From an optimization exercise on the open Yosys and OpenROAD flow, aimed at small area; shortcuts taken in it are not production practice. Only simulation tests tie the RTL to the original design; equivalence was not proved. Power is estimated from default activity; no workload was simulated.

<file path="design.v">
`timescale 1ns/1ps
`default_nettype none
package seqPkg;
	localparam int ADDR_W     = 16;
	localparam int DATA_W     = 32;
	localparam int DELAY_TRIM = 4;	 
	typedef enum logic [7:0] {
		PP_NOP     = 8'h00,
		PP_LDWR    = 8'h01,	 
		PP_LDWI    = 8'h03,	 
		PP_STWR    = 8'h04,	 
		PP_STWI    = 8'h05,	 
		PP_LDINDF  = 8'h06,	 
		PP_STINDF  = 8'h07,	 
		PP_CLRW    = 8'h08,
		PP_CMP     = 8'h09,
		PP_CMPI    = 8'h0a,
		PP_JMP     = 8'h10,
		PP_JMPZ    = 8'h11,
		PP_JMPNZ   = 8'h12,
		PP_JMPG    = 8'h13,
		PP_JMPL    = 8'h14,
		PP_JMPGE   = 8'h15,
		PP_JMPLE   = 8'h16,
		PP_ANDW    = 8'h17,
		PP_ADDW    = 8'h19,
		PP_ADDI    = 8'h21,
		PP_INC     = 8'h23,
		PP_INCI    = 8'h24,
		PP_DEC     = 8'h25,
		PP_DECI    = 8'h26,
		PP_SUB     = 8'h29,
		PP_SUBI    = 8'h31,
		PP_SHL     = 8'h33,
		PP_SHR     = 8'h35,
		PP_DELAY   = 8'h42,
		PP_WAITL   = 8'h44,
		PP_COUNT   = 8'h45,
		PP_SHUTTER = 8'h52,
		PP_STOP    = 8'hFF
	} opcode_e;
	typedef enum logic [1:0] {CF_EQ = 2'h0, CF_G = 2'h1, CF_L = 2'h2, CF_UNK = 2'h3} cmpFlag_e;
	typedef enum logic {RUN_IDLE, RUN_ACTIVE} runState_e;
	typedef enum logic [1:0] {EX_IDLE, EX_EXEC, EX_WAIT} execState_e;
	typedef enum logic [1:0] {WAIT_DELAY, WAIT_LINE, WAIT_COUNT} waitKind_e;
	typedef struct packed {
		opcode_e           op;
		logic [7:0]        reserved;
		logic [ADDR_W-1:0] addr;
	} instrAddr_t;
	typedef struct packed {
		opcode_e     op;
		logic        direct;	 
		logic [22:0] value;
	} instrDirect_t;
	typedef union packed {
		instrAddr_t   a;
		instrDirect_t d;
	} instrWord_t;
	typedef struct packed {
		logic              re;
		logic              we;
		logic [ADDR_W-1:0] addr;
		logic [DATA_W-1:0] wrData;
	} memReq_t;
endpackage
`default_nettype wire
`timescale 1ns/1ps
`default_nettype none
module memArbiter (
	input  logic              wClk_i,
	input  logic              rst_i,
	input  seqPkg::memReq_t           fetchReq_i,
	input  seqPkg::memReq_t           execReq_i,
	input  logic [seqPkg::DATA_W-1:0] memRdData_i,
	output logic              fetchGrant_o,
	output logic              fetchDataValid_o,
	output logic              execDataValid_o,
	output logic [seqPkg::DATA_W-1:0] rdData_o,
	output logic [seqPkg::ADDR_W-1:0] memAddr_o,
	output logic [seqPkg::DATA_W-1:0] memWrData_o,
	output logic              memWe_o
);
	logic    execOwns;
	seqPkg::memReq_t portReq;
	assign execOwns     = execReq_i.re | execReq_i.we;	 
	assign portReq      = execOwns ? execReq_i : fetchReq_i;
	assign fetchGrant_o = fetchReq_i.re & ~execOwns;
	assign memAddr_o   = portReq.addr;
	assign memWrData_o = portReq.wrData;
	assign memWe_o     = portReq.we;
	assign rdData_o    = memRdData_i;
	always_ff @(posedge wClk_i)
	begin
		if (rst_i)
		begin
			fetchDataValid_o <= 1'b0;
			execDataValid_o  <= 1'b0;
		end
		else
		begin
			fetchDataValid_o <= fetchGrant_o;
			execDataValid_o  <= execOwns & execReq_i.re;
		end
	end
endmodule
`default_nettype wire
`timescale 1ns/1ps
`default_nettype none
module fetchUnit #(
	parameter logic [seqPkg::ADDR_W-1:0] START_ADDR_RESET = 16'hFFFF
) (
	input  logic              wClk_i,
	input  logic              rst_i,
	input  logic [seqPkg::ADDR_W-1:0] startAddr_i,
	input  logic              startTrig_i,
	input  logic              stopTrig_i,
	input  logic              stopExec_i,
	input  logic              fetchGrant_i,
	input  logic              fetchDataValid_i,
	input  logic [seqPkg::DATA_W-1:0] rdData_i,
	input  logic              instrTake_i,
	input  logic              redirect_i,
	input  logic [seqPkg::ADDR_W-1:0] redirectAddr_i,
	output seqPkg::memReq_t           fetchReq_o,
	output seqPkg::instrWord_t        instr_o,
	output logic              instrValid_o,
	output logic              busy_o
);
	seqPkg::runState_e         runState;
	logic [seqPkg::ADDR_W-1:0] pc;
	logic              dropRd;	 
	logic              loadWord;
	seqPkg::instrWord_t        instrBuf;
	assign busy_o   = (runState == seqPkg::RUN_ACTIVE);
	assign loadWord = fetchDataValid_i & ~dropRd & busy_o;
	assign instr_o  = instrBuf;
	assign fetchReq_o.re     = busy_o & (~instrValid_o | instrTake_i) & ~fetchDataValid_i;
	assign fetchReq_o.we     = 1'b0;
	assign fetchReq_o.addr   = pc;
	assign fetchReq_o.wrData = '0;
	always_ff @(posedge wClk_i)
	begin
		if (rst_i)
		begin
			runState     <= seqPkg::RUN_IDLE;
			pc           <= START_ADDR_RESET;
			instrValid_o <= 1'b0;
			dropRd       <= 1'b0;
		end
		else
		begin
			dropRd <= redirect_i & fetchGrant_i;
			if (instrTake_i)
				instrValid_o <= 1'b0;
			if (loadWord)
				instrValid_o <= 1'b1;
			if (redirect_i)
				pc <= redirectAddr_i;	 
			else if (fetchGrant_i)
				pc <= pc + seqPkg::ADDR_W'(1);
			case (runState)
				seqPkg::RUN_IDLE:
					if (startTrig_i)
					begin
						runState <= seqPkg::RUN_ACTIVE;
						pc       <= startAddr_i;
					end
				default:
					if (stopTrig_i | stopExec_i)
					begin
						runState     <= seqPkg::RUN_IDLE;
						instrValid_o <= 1'b0;
					end
			endcase
		end
	end
	always_ff @(posedge wClk_i)
	begin
		if (loadWord)
			instrBuf <= rdData_i;
	end
endmodule
`default_nettype wire
`timescale 1ns/1ps
`default_nettype none
module execUnit (
	input  logic              wClk_i,
	input  logic              rst_i,
	input  seqPkg::instrWord_t        instr_i,
	input  logic              instrValid_i,
	input  logic              execDataValid_i,
	input  logic [seqPkg::DATA_W-1:0] rdData_i,
	input  logic              waitBusy_i,
	input  logic              countDone_i,
	input  logic [seqPkg::DATA_W-1:0] photonCount_i,
	output seqPkg::memReq_t           execReq_o,
	output logic              instrTake_o,
	output logic              redirect_o,
	output logic [seqPkg::ADDR_W-1:0] redirectAddr_o,
	output logic              stopExec_o,
	output logic              waitStart_o,
	output seqPkg::waitKind_e         waitKind_o,
	output logic [seqPkg::DATA_W-1:0] waitCount_o,
	output logic [7:0]        shutter_o
);
	function automatic logic readsOperand(input seqPkg::opcode_e op);
		readsOperand = (op == seqPkg::PP_LDWR || op == seqPkg::PP_LDWI || op == seqPkg::PP_LDINDF || op == seqPkg::PP_CMP || op == seqPkg::PP_CMPI || op == seqPkg::PP_ANDW || op == seqPkg::PP_ADDW || op == seqPkg::PP_ADDI || op == seqPkg::PP_SUB || op == seqPkg::PP_SUBI || op == seqPkg::PP_SHL || op == seqPkg::PP_SHR || op == seqPkg::PP_DELAY || op == seqPkg::PP_COUNT || op == seqPkg::PP_SHUTTER);
	endfunction
	function automatic logic runsAlu(input seqPkg::opcode_e op);
		runsAlu = readsOperand(op) ||
			((op == seqPkg::PP_CLRW || op == seqPkg::PP_INC || op == seqPkg::PP_DEC || op == seqPkg::PP_INCI || op == seqPkg::PP_DECI || op == seqPkg::PP_WAITL));
	endfunction
	function automatic logic jumpTaken(input seqPkg::opcode_e op, input seqPkg::cmpFlag_e flag);
		case (op)
			seqPkg::PP_JMP:   jumpTaken = 1'b1;
			seqPkg::PP_JMPZ:  jumpTaken = flag == seqPkg::CF_EQ;
			seqPkg::PP_JMPNZ: jumpTaken = flag == seqPkg::CF_G || flag == seqPkg::CF_L;	 
			seqPkg::PP_JMPG:  jumpTaken = flag == seqPkg::CF_G;
			seqPkg::PP_JMPL:  jumpTaken = flag == seqPkg::CF_L;
			seqPkg::PP_JMPGE: jumpTaken = flag == seqPkg::CF_EQ || flag == seqPkg::CF_G;
			seqPkg::PP_JMPLE: jumpTaken = flag == seqPkg::CF_EQ || flag == seqPkg::CF_L;
			default:  jumpTaken = 1'b0;
		endcase
	endfunction
	function automatic seqPkg::cmpFlag_e compare(input logic [seqPkg::DATA_W-1:0] a, input logic [seqPkg::DATA_W-1:0] b);
		compare = (a > b) ? seqPkg::CF_G : ((a < b) ? seqPkg::CF_L : seqPkg::CF_EQ);
	endfunction
	seqPkg::execState_e        state;
	seqPkg::instrWord_t        cmdReg;
	seqPkg::opcode_e           takeOp;
	seqPkg::opcode_e           curOp;
	logic [seqPkg::DATA_W-1:0] wReg;
	logic [seqPkg::ADDR_W-1:0] iReg;
	seqPkg::cmpFlag_e          cmpFlag;
	logic [seqPkg::DATA_W-1:0] operand;
	logic              isWait;
	assign takeOp = instr_i.a.op;
	assign curOp  = cmdReg.a.op;
	assign instrTake_o    = (state == seqPkg::EX_IDLE) & instrValid_i;
	assign redirect_o     = instrTake_o & jumpTaken(takeOp, cmpFlag);
	assign redirectAddr_o = instr_i.a.addr;
	assign stopExec_o     = instrTake_o & (takeOp == seqPkg::PP_STOP);
	assign execReq_o.re     = instrTake_o & readsOperand(takeOp) & ~instr_i.d.direct;
	assign execReq_o.we     = instrTake_o & ((takeOp == seqPkg::PP_STWR || takeOp == seqPkg::PP_STWI || takeOp == seqPkg::PP_STINDF));
	assign execReq_o.addr   = (takeOp == seqPkg::PP_LDWI || takeOp == seqPkg::PP_STWI) ? iReg : instr_i.a.addr;
	assign execReq_o.wrData = (takeOp == seqPkg::PP_STINDF) ? seqPkg::DATA_W'(iReg) : wReg;
	assign operand = execDataValid_i ? rdData_i : seqPkg::DATA_W'(cmdReg.d.value);
	assign isWait  = (curOp == seqPkg::PP_DELAY || curOp == seqPkg::PP_WAITL || curOp == seqPkg::PP_COUNT);
	assign waitStart_o = (state == seqPkg::EX_EXEC) & isWait;
	assign waitCount_o = operand;
	always_comb
	begin
		case (curOp)
			seqPkg::PP_WAITL: waitKind_o = seqPkg::WAIT_LINE;
			seqPkg::PP_COUNT: waitKind_o = seqPkg::WAIT_COUNT;
			default:  waitKind_o = seqPkg::WAIT_DELAY;
		endcase
	end
	always_ff @(posedge wClk_i)
	begin
		if (instrTake_o)
			cmdReg <= instr_i;
	end
	always_ff @(posedge wClk_i)
	begin
		if (rst_i)
		begin
			state     <= seqPkg::EX_IDLE;
			wReg      <= '0;
			iReg      <= '0;
			cmpFlag   <= seqPkg::CF_UNK;
			shutter_o <= 8'h00;
		end
		else
		begin
			case (state)
				seqPkg::EX_IDLE:
					if (instrTake_o && runsAlu(takeOp))
						state <= seqPkg::EX_EXEC;
				seqPkg::EX_EXEC:
				begin
					state <= isWait ? seqPkg::EX_WAIT : seqPkg::EX_IDLE;
					case (curOp)
						seqPkg::PP_LDWR, seqPkg::PP_LDWI:  wReg <= operand;
						seqPkg::PP_LDINDF:         iReg <= operand[seqPkg::ADDR_W-1:0];
						seqPkg::PP_CLRW, seqPkg::PP_COUNT: wReg <= '0;	 
						seqPkg::PP_CMP:            cmpFlag <= compare(wReg, operand);
						seqPkg::PP_CMPI:           cmpFlag <= compare(seqPkg::DATA_W'(iReg), seqPkg::DATA_W'(operand[seqPkg::ADDR_W-1:0]));
						seqPkg::PP_ANDW:           wReg <= wReg & operand;
						seqPkg::PP_ADDW:           wReg <= wReg + operand;
						seqPkg::PP_SUB:            wReg <= wReg - operand;
						seqPkg::PP_SHL:            wReg <= wReg << operand;
						seqPkg::PP_SHR:            wReg <= wReg >> operand;
						seqPkg::PP_INC:            wReg <= wReg + seqPkg::DATA_W'(1);
						seqPkg::PP_DEC:            wReg <= wReg - seqPkg::DATA_W'(1);
						seqPkg::PP_ADDI:           iReg <= iReg + operand[seqPkg::ADDR_W-1:0];
						seqPkg::PP_SUBI:           iReg <= iReg - operand[seqPkg::ADDR_W-1:0];
						seqPkg::PP_INCI:           iReg <= iReg + seqPkg::ADDR_W'(1);
						seqPkg::PP_DECI:           iReg <= iReg - seqPkg::ADDR_W'(1);
						seqPkg::PP_SHUTTER:        shutter_o <= operand[7:0];
						default:           ;
					endcase
				end
				seqPkg::EX_WAIT:
				begin
					if (countDone_i)
						wReg <= photonCount_i;
					if (!waitBusy_i)
						state <= seqPkg::EX_IDLE;
				end
				default:
					state <= seqPkg::EX_IDLE;
			endcase
		end
	end
endmodule
`default_nettype wire
`timescale 1ns/1ps
`default_nettype none
module waitUnit (
	input  logic              wClk_i,
	input  logic              rst_i,
	input  logic              waitStart_i,
	input  seqPkg::waitKind_e         waitKind_i,
	input  logic [seqPkg::DATA_W-1:0] waitCount_i,
	input  logic              lineTrig_i,
	input  logic              pmt_i,
	output logic              waitBusy_o,
	output logic              countDone_o,
	output logic [seqPkg::DATA_W-1:0] photonCount_o
);
	seqPkg::waitKind_e         kindReg;
	logic [seqPkg::DATA_W-1:0] cnt;
	logic [seqPkg::DATA_W-1:0] acc;
	logic [seqPkg::DATA_W-1:0] delayLoad;
	logic [seqPkg::DATA_W-1:0] startCnt;
	assign delayLoad = (waitCount_i > seqPkg::DATA_W'(seqPkg::DELAY_TRIM)) ? waitCount_i - seqPkg::DATA_W'(seqPkg::DELAY_TRIM) : '0;
	assign startCnt  = (waitKind_i == seqPkg::WAIT_DELAY) ? delayLoad : waitCount_i;
	assign photonCount_o = acc;
	always_ff @(posedge wClk_i)
	begin
		if (rst_i)
		begin
			waitBusy_o  <= 1'b0;
			countDone_o <= 1'b0;
		end
		else
		begin
			countDone_o <= 1'b0;
			if (waitStart_i)
				waitBusy_o <= (waitKind_i == seqPkg::WAIT_LINE) || (startCnt != '0);
			else if (waitBusy_o)
			begin
				if (kindReg == seqPkg::WAIT_LINE)
					waitBusy_o <= ~lineTrig_i;	 
				else if (cnt == seqPkg::DATA_W'(1))
				begin
					waitBusy_o  <= 1'b0;
					countDone_o <= (kindReg == seqPkg::WAIT_COUNT);
				end
			end
		end
	end
	always_ff @(posedge wClk_i)
	begin
		if (waitStart_i)
		begin
			kindReg <= waitKind_i;
			cnt     <= startCnt;
			acc     <= '0;
		end
		else if (waitBusy_o)
		begin
			cnt <= cnt - seqPkg::DATA_W'(1);
			acc <= acc + seqPkg::DATA_W'(pmt_i);
		end
	end
endmodule
`default_nettype wire
`timescale 1ns/1ps
`default_nettype none
module seqTop #(
	parameter logic [seqPkg::ADDR_W-1:0] START_ADDR_RESET = 16'hFFFF
) (
	input  logic              wClk_i,
	input  logic              rst_i,
	input  logic [seqPkg::ADDR_W-1:0] startAddr_i,
	input  logic              startTrig_i,
	input  logic              stopTrig_i,
	input  logic              lineTrig_i,
	input  logic              pmt_i,
	input  logic [seqPkg::DATA_W-1:0] memRdData_i,
	output logic              busy_o,
	output logic [seqPkg::ADDR_W-1:0] memAddr_o,
	output logic [seqPkg::DATA_W-1:0] memWrData_o,
	output logic              memWe_o,
	output logic [7:0]        shutter_o
);
	seqPkg::memReq_t           fetchReq;
	seqPkg::memReq_t           execReq;
	logic              fetchGrant;
	logic              fetchDataValid;
	logic              execDataValid;
	logic [seqPkg::DATA_W-1:0] rdData;
	seqPkg::instrWord_t        instr;
	logic              instrValid;
	logic              instrTake;
	logic              redirect;
	logic [seqPkg::ADDR_W-1:0] redirectAddr;
	logic              stopExec;
	logic              waitStart;
	seqPkg::waitKind_e         waitKind;
	logic [seqPkg::DATA_W-1:0] waitCount;
	logic              waitBusy;
	logic              countDone;
	logic [seqPkg::DATA_W-1:0] photonCount;
	memArbiter memArbiter_inst (
		.wClk_i(wClk_i), .rst_i(rst_i),
		.fetchReq_i(fetchReq), .execReq_i(execReq), .memRdData_i(memRdData_i),
		.fetchGrant_o(fetchGrant), .fetchDataValid_o(fetchDataValid),
		.execDataValid_o(execDataValid), .rdData_o(rdData),
		.memAddr_o(memAddr_o), .memWrData_o(memWrData_o), .memWe_o(memWe_o)
	);
	fetchUnit #(.START_ADDR_RESET(START_ADDR_RESET)) fetchUnit_inst (
		.wClk_i(wClk_i), .rst_i(rst_i),
		.startAddr_i(startAddr_i), .startTrig_i(startTrig_i), .stopTrig_i(stopTrig_i),
		.stopExec_i(stopExec), .fetchGrant_i(fetchGrant), .fetchDataValid_i(fetchDataValid),
		.rdData_i(rdData), .instrTake_i(instrTake),
		.redirect_i(redirect), .redirectAddr_i(redirectAddr),
		.fetchReq_o(fetchReq), .instr_o(instr), .instrValid_o(instrValid), .busy_o(busy_o)
	);
	execUnit execUnit_inst (
		.wClk_i(wClk_i), .rst_i(rst_i),
		.instr_i(instr), .instrValid_i(instrValid),
		.execDataValid_i(execDataValid), .rdData_i(rdData),
		.waitBusy_i(waitBusy), .countDone_i(countDone), .photonCount_i(photonCount),
		.execReq_o(execReq), .instrTake_o(instrTake),
		.redirect_o(redirect), .redirectAddr_o(redirectAddr), .stopExec_o(stopExec),
		.waitStart_o(waitStart), .waitKind_o(waitKind), .waitCount_o(waitCount),
		.shutter_o(shutter_o)
	);
	waitUnit waitUnit_inst (
		.wClk_i(wClk_i), .rst_i(rst_i),
		.waitStart_i(waitStart), .waitKind_i(waitKind), .waitCount_i(waitCount),
		.lineTrig_i(lineTrig_i), .pmt_i(pmt_i),
		.waitBusy_o(waitBusy), .countDone_o(countDone), .photonCount_o(photonCount)
	);
endmodule
`default_nettype wire
</file>
<file path="run.sh">
#!/bin/bash
# synth_recipe.tcl (not shown) runs the flow's synth.tcl, then flattens the netlist and writes it again
# the make line also repeats each setting of config.mk as NAME=value (left out here)
make -C /OpenROAD-flow-scripts/flow DESIGN_CONFIG=/design/flow/config.mk WORK_HOME=/design/flow/orfs CLKGATE_MAP_FILE= SYNTH_SCRIPT=/design/flow/synth_recipe.tcl finish
</file>
<file path="config.mk">
export PLATFORM = sky130hd
export DESIGN_NAME = seqTop
export DESIGN_NICKNAME = seqTop
export VERILOG_FILES = /design/flow/design.v
export SDC_FILE = /design/flow/constraint.sdc
export NUM_CORES = 4
export LEC_CHECK = 0
export CAP_MARGIN = 20
export CORE_MARGIN = 2
export CORE_UTILIZATION = 40
export SLEW_MARGIN = 20
</file>
<file path="constraint.sdc">
create_clock -name core_clock -period 8.0 [get_ports {wClk_i}]
set_input_delay 1.6000 -clock core_clock [delete_from_list [all_inputs] [get_ports {wClk_i}]]
set_output_delay 1.6000 -clock core_clock [all_outputs]
set_load 0.01 [all_outputs]
</file>
==> results.sh <==
export IMPL_status="complete, no violations"
export IMPL_synthFlopType="dfxtp_1"
export IMPL_syn_num_nets=3045
export IMPL_rrSetupSlack_ps=1900
export IMPL_cap_violations=0
export IMPL_worstSetupPathType="in2reg"
export IMPL_place_inst=3595
export IMPL_cpPeakStageDelay_ps=760
export IMPL_antenna_found_initial=2
export IMPL_crit_path_max_fanout=7
export IMPL_ir_worst_vdd_mv=0.2412
export IMPL_io_buffers=111
export IMPL_cts_sinks=212
export IMPL_synth_yosys_seq_area_share_pct=23.44
export IMPL_cp_end_kind="flip-flop"
export IMPL_final_common_cell="nor2_1"
export IMPL_crit_cells=18
export IMPL_timing_rr_end="execUnit_inst.wReg[29]"
export IMPL_hp_start="fetchUnit_inst.instrBuf[17]"
export IMPL_synth_warnings=4
export IMPL_cts_resized=0
export IMPL_cts_path_max_buffers=3
export IMPL_std_cell_rows=86
export IMPL_worstPathRequired_ps=8510
export IMPL_p_switching_w=0.0006966
export IMPL_ys_seq_elements=212
export IMPL_crit_family="compound AO/OA/AOI/OAI gates"
export IMPL_clock_power_share_pct=49.8
export IMPL_final_setup_skew_ps=26.53
export IMPL_num_vias=23900
export IMPL_worstHoldPathCells=0
export IMPL_start_util_pct=40.38
export IMPL_hold_viol_final=0
export IMPL_grt_pass1_vias=22170
export IMPL_cts_tree="done"
export IMPL_fin_util_pct=45.65
export IMPL_routed_wl_mm=103.8
export IMPL_clockRootBuffer="clkbuf_16"
export IMPL_report_final_slew_viol_count=0
export IMPL_overflow=0
export IMPL_post_drt_wl_per_cell_um=28.44
export IMPL_min_to="execUnit_inst.cmdReg[17]"
export IMPL_die_w_um=239.8
export IMPL_grt_util_all_layers_pct=35.14
export IMPL_finalSetupViolCount=0
export IMPL_die_area_sq_um=57530
export IMPL_synth_cell_types=100
export IMPL_dp_final_hpwl_mm=77.28
export IMPL_worst_slew_pin_slew_ps=1210
export IMPL_whs_ps=418.3
export IMPL_critPathBufInv=1
export IMPL_slew_headroom_pct=18.18
export IMPL_chipHeight_um=239.8
export IMPL_nNetsFinal=3074
export IMPL_grt_pass1_wl_mm=150.0
export IMPL_clock_fmax_mhz=155.0
export IMPL_arrival_ps=6960
export IMPL_worst_path_most_repeated_cell="o21ai_0"
export IMPL_firstDrtPassIters=5
export IMPL_mostFrequentLayoutCells="273 x nor2_1, 265 x nand2_1, 247 x a21oi_1, 199 x o21ai_0, 160 x mux2i_1"
export IMPL_pwr_share_comb_pct=7.5
export IMPL_postCtsHoldBufs=0
export IMPL_drive_above_1_share_pct=7.377
export IMPL_syn_area_per_cell_sq_um=7.809
export IMPL_slowest_stage="nor4_2"
export IMPL_worstRegToRegCells=19
export IMPL_synthArstFlopShare_pct=0
export IMPL_min_path_type="reg2reg"
export IMPL_cts_buffers=29
export IMPL_drc=0
export IMPL_htree_levels=1
export IMPL_antenna_cells=0
export IMPL_p_per_area_nw_per_um2=108.3
export IMPL_top_level_ports=112
export IMPL_rr_startpoint="memArbiter_inst.execDataValid_o"
export IMPL_coreArea_sq_um=55090
export IMPL_syn_area_sq_um=22250
export IMPL_worstSkewPairLatency_ps=610
export IMPL_start_kind="input pin"
export IMPL_gp_congestion=1.001
export IMPL_period_minus_slack_ps=6452
export IMPL_fin_cells=3649
export IMPL_fin_tns_setup_ps=0
export IMPL_cts_setup_buffers=0
export IMPL_area_growth_synth_to_final_pct=13.04
export IMPL_rsz0062_at_grt="false"
export IMPL_path_cells="clkdlybuf4s50_1, o21ai_0, o211ai_1, nor4_2, nand2_1, nor2_1, nand2_1, xnor2_1, o21ai_0, ha_1, a21o_1, a21o_1, a2111oi_0, o21bai_1, o21ai_0, mux2i_1, a221oi_1, a221oi_1"
export IMPL_viasPerCell=6.550
export IMPL_total_power_w=0.002723
export IMPL_total_leakage_power_nw=9.751
export IMPL_sequentialPowerShare_pct=42.7
export IMPL_drtIter0Drc=3036
export IMPL_netlist_instances=2849
export IMPL_fin_crit_sh_pct=80.65
export IMPL_ant_nets=0
export IMPL_grt_max_degree=97
export IMPL_synth_edf_count=97
export IMPL_cts_clk_slew_worst_paths_ps=60
export IMPL_swShare_pct=25.58
export IMPL_fillCellCount=5620
export IMPL_p_int_w=0.002026
-- per-stage QoR --
step                      area [sq um]  setup WS, ps
after floorplan                  22250          1407
after global placement           24170          1318
after detailed placement         24170          1199
after CTS                        25150          1799
after global routing             25150          1252
final                            25150          1548
-- registers in the layout, summed over array words and instances (netlist names) --
signal	flops
waitUnit_inst.acc	32
fetchUnit_inst.runState	1
fetchUnit_inst.dropRd	1
execUnit_inst.wReg	32
memArbiter_inst.fetchDataValid_o	1
execUnit_inst.shutter_o	8
execUnit_inst.cmpFlag	2
execUnit_inst.cmdReg	31
execUnit_inst.state	2
execUnit_inst.iReg	16
waitUnit_inst.waitBusy_o	1
memArbiter_inst.execDataValid_o	1
waitUnit_inst.cnt	32
fetchUnit_inst.instrBuf	32
waitUnit_inst.countDone_o	1
waitUnit_inst.kindReg	2
fetchUnit_inst.pc	16
fetchUnit_inst.instrValid_o	1
-- cells by family (layout without fill, tap and decap cells) --
logic type	count (synthesis)	count (layout)	synth area share [%]
flops	212	212	23.44
fa+ha+maj	142	142	8.121
xor+xnor	183	183	7.204
compound gates	843	843	24.50
simple gates	1006	1006	22.11
buf+inv	270	322	4.893
mux	193	193	9.729
-- power groups by stage --
stage | registers, W | logic [W] | clock network, W
after floorplan | 0.00118 | 0.000110 | 0
final | 0.00116 | 0.000205 | 0.00136
after global routing | 0.00116 | 0.000220 | 0.00141
after CTS | 0.00116 | 0.000203 | 0.00137
after detailed placement | 0.00118 | 0.000202 | 0
after global placement | 0.00118 | 0.000200 | 0
-- Yosys cell counts (22+ instances only) --
cell type  instances  area (sq um)
a211oi_1          49         367.9
inv_1             76         285.3
nor3_1            85         425.4
a221oi_1          23         201.4
nor4_1            23         143.9
xor2_1            60         525.5
buf_2             28         140.1
nand2b_1          29         181.4
nand3_1           90         450.4
nand2_1          265         994.7
clkbuf_1         138         518.0
a21o_1            39         292.8
o22ai_1           27         168.9
nor2_1           274          1028
edfxtp_1          97          2913
a21oi_1          248          1241
and3_1            54         337.8
mux2i_1          160          1602
a31oi_1           26         162.7
o21ai_0          200          1001
ha_1             138          1727
or3_1             29         181.4
o211ai_1          22         165.2
nand4_1           33         206.5
dfxtp_1          115          2302
xnor2_1          123          1077
-- worst reg2reg max path: cells and delay by family, from the launching register on --
family | cells | cell delay (ps)
AO/OA/AOI/OAI | 9 | 2070
flip-flops | 1 | 580
XOR/XNOR | 1 | 140
buffers and inverters | 2 | 850
adder cells (fa/ha/maj) | 1 | 410
AND/OR/NAND/NOR | 4 | 1400
multiplexers | 2 | 520
-- worst max-delay path by stage --
stage	slack, ps	startpoint	endpoint
global placement	1320	memRdData_i[3]	execUnit_inst.wReg[29]
finish	1550	memRdData_i[3]	execUnit_inst.wReg[29]
CTS	1800	memRdData_i[3]	execUnit_inst.wReg[29]
detailed placement	1200	memRdData_i[3]	execUnit_inst.wReg[29]
global route	1250	memRdData_i[3]	execUnit_inst.wReg[29]
floorplan	1410	memRdData_i[1]	execUnit_inst.wReg[30]
-- final cells by class --
type	count	area (sq um)	share of cell area, %
clock buffers	36	782.0	3.109
clock inverters	18	196.4	0.7811
inverters	79	296.5	1.179
multi-input cells	2367	16030	63.73
flip-flops and latches	212	5219	20.75
well taps	748	935.9	3.721
repair buffers	189	1692	6.726
-- per-layer routing --
metal  part of all wire [%]  track usage (%)  vias to the layer above  wire length, um
met5                  0.025                0                        -               26
met3                    9.4            6.316                      266             9725
met4                    4.7            14.66                        4             4906
li1                       -                -                    10700                -
met1                     43            49.10                    11550            44630
met2                     43            53.09                     1392            44500

-- re-timing with driven ports --
The flow's constraints put no driver on any port. The routed layout listed below was extracted and timed again, unchanged, in two steps. Step 1 (the two cells are an assumption about what drives the block):
set clk [get_ports {wClk_i}]
set_driving_cell -lib_cell sky130_fd_sc_hd__clkbuf_16 $clk
set_driving_cell -lib_cell sky130_fd_sc_hd__buf_2 [delete_from_list [all_inputs] $clk]
Step 2 moves the port delays by t, midway between the first and last clock arrival at a register: inputs arrive t later, outputs are due t later. That takes back most of the time a late clock gives input paths. Three values: ideal ports, drivers, drivers and shift; two values: the first two.
t (ns): 0.663
setup slack, ns: 1.548 / 1.585 / 0.922
hold WS [ns]: 0.418 / 0.418 / 0.418
After both steps this run still meets setup and hold. For this run, drivers alone change the setup slack by +0.037 ns; drivers and shift together by -0.626 ns.
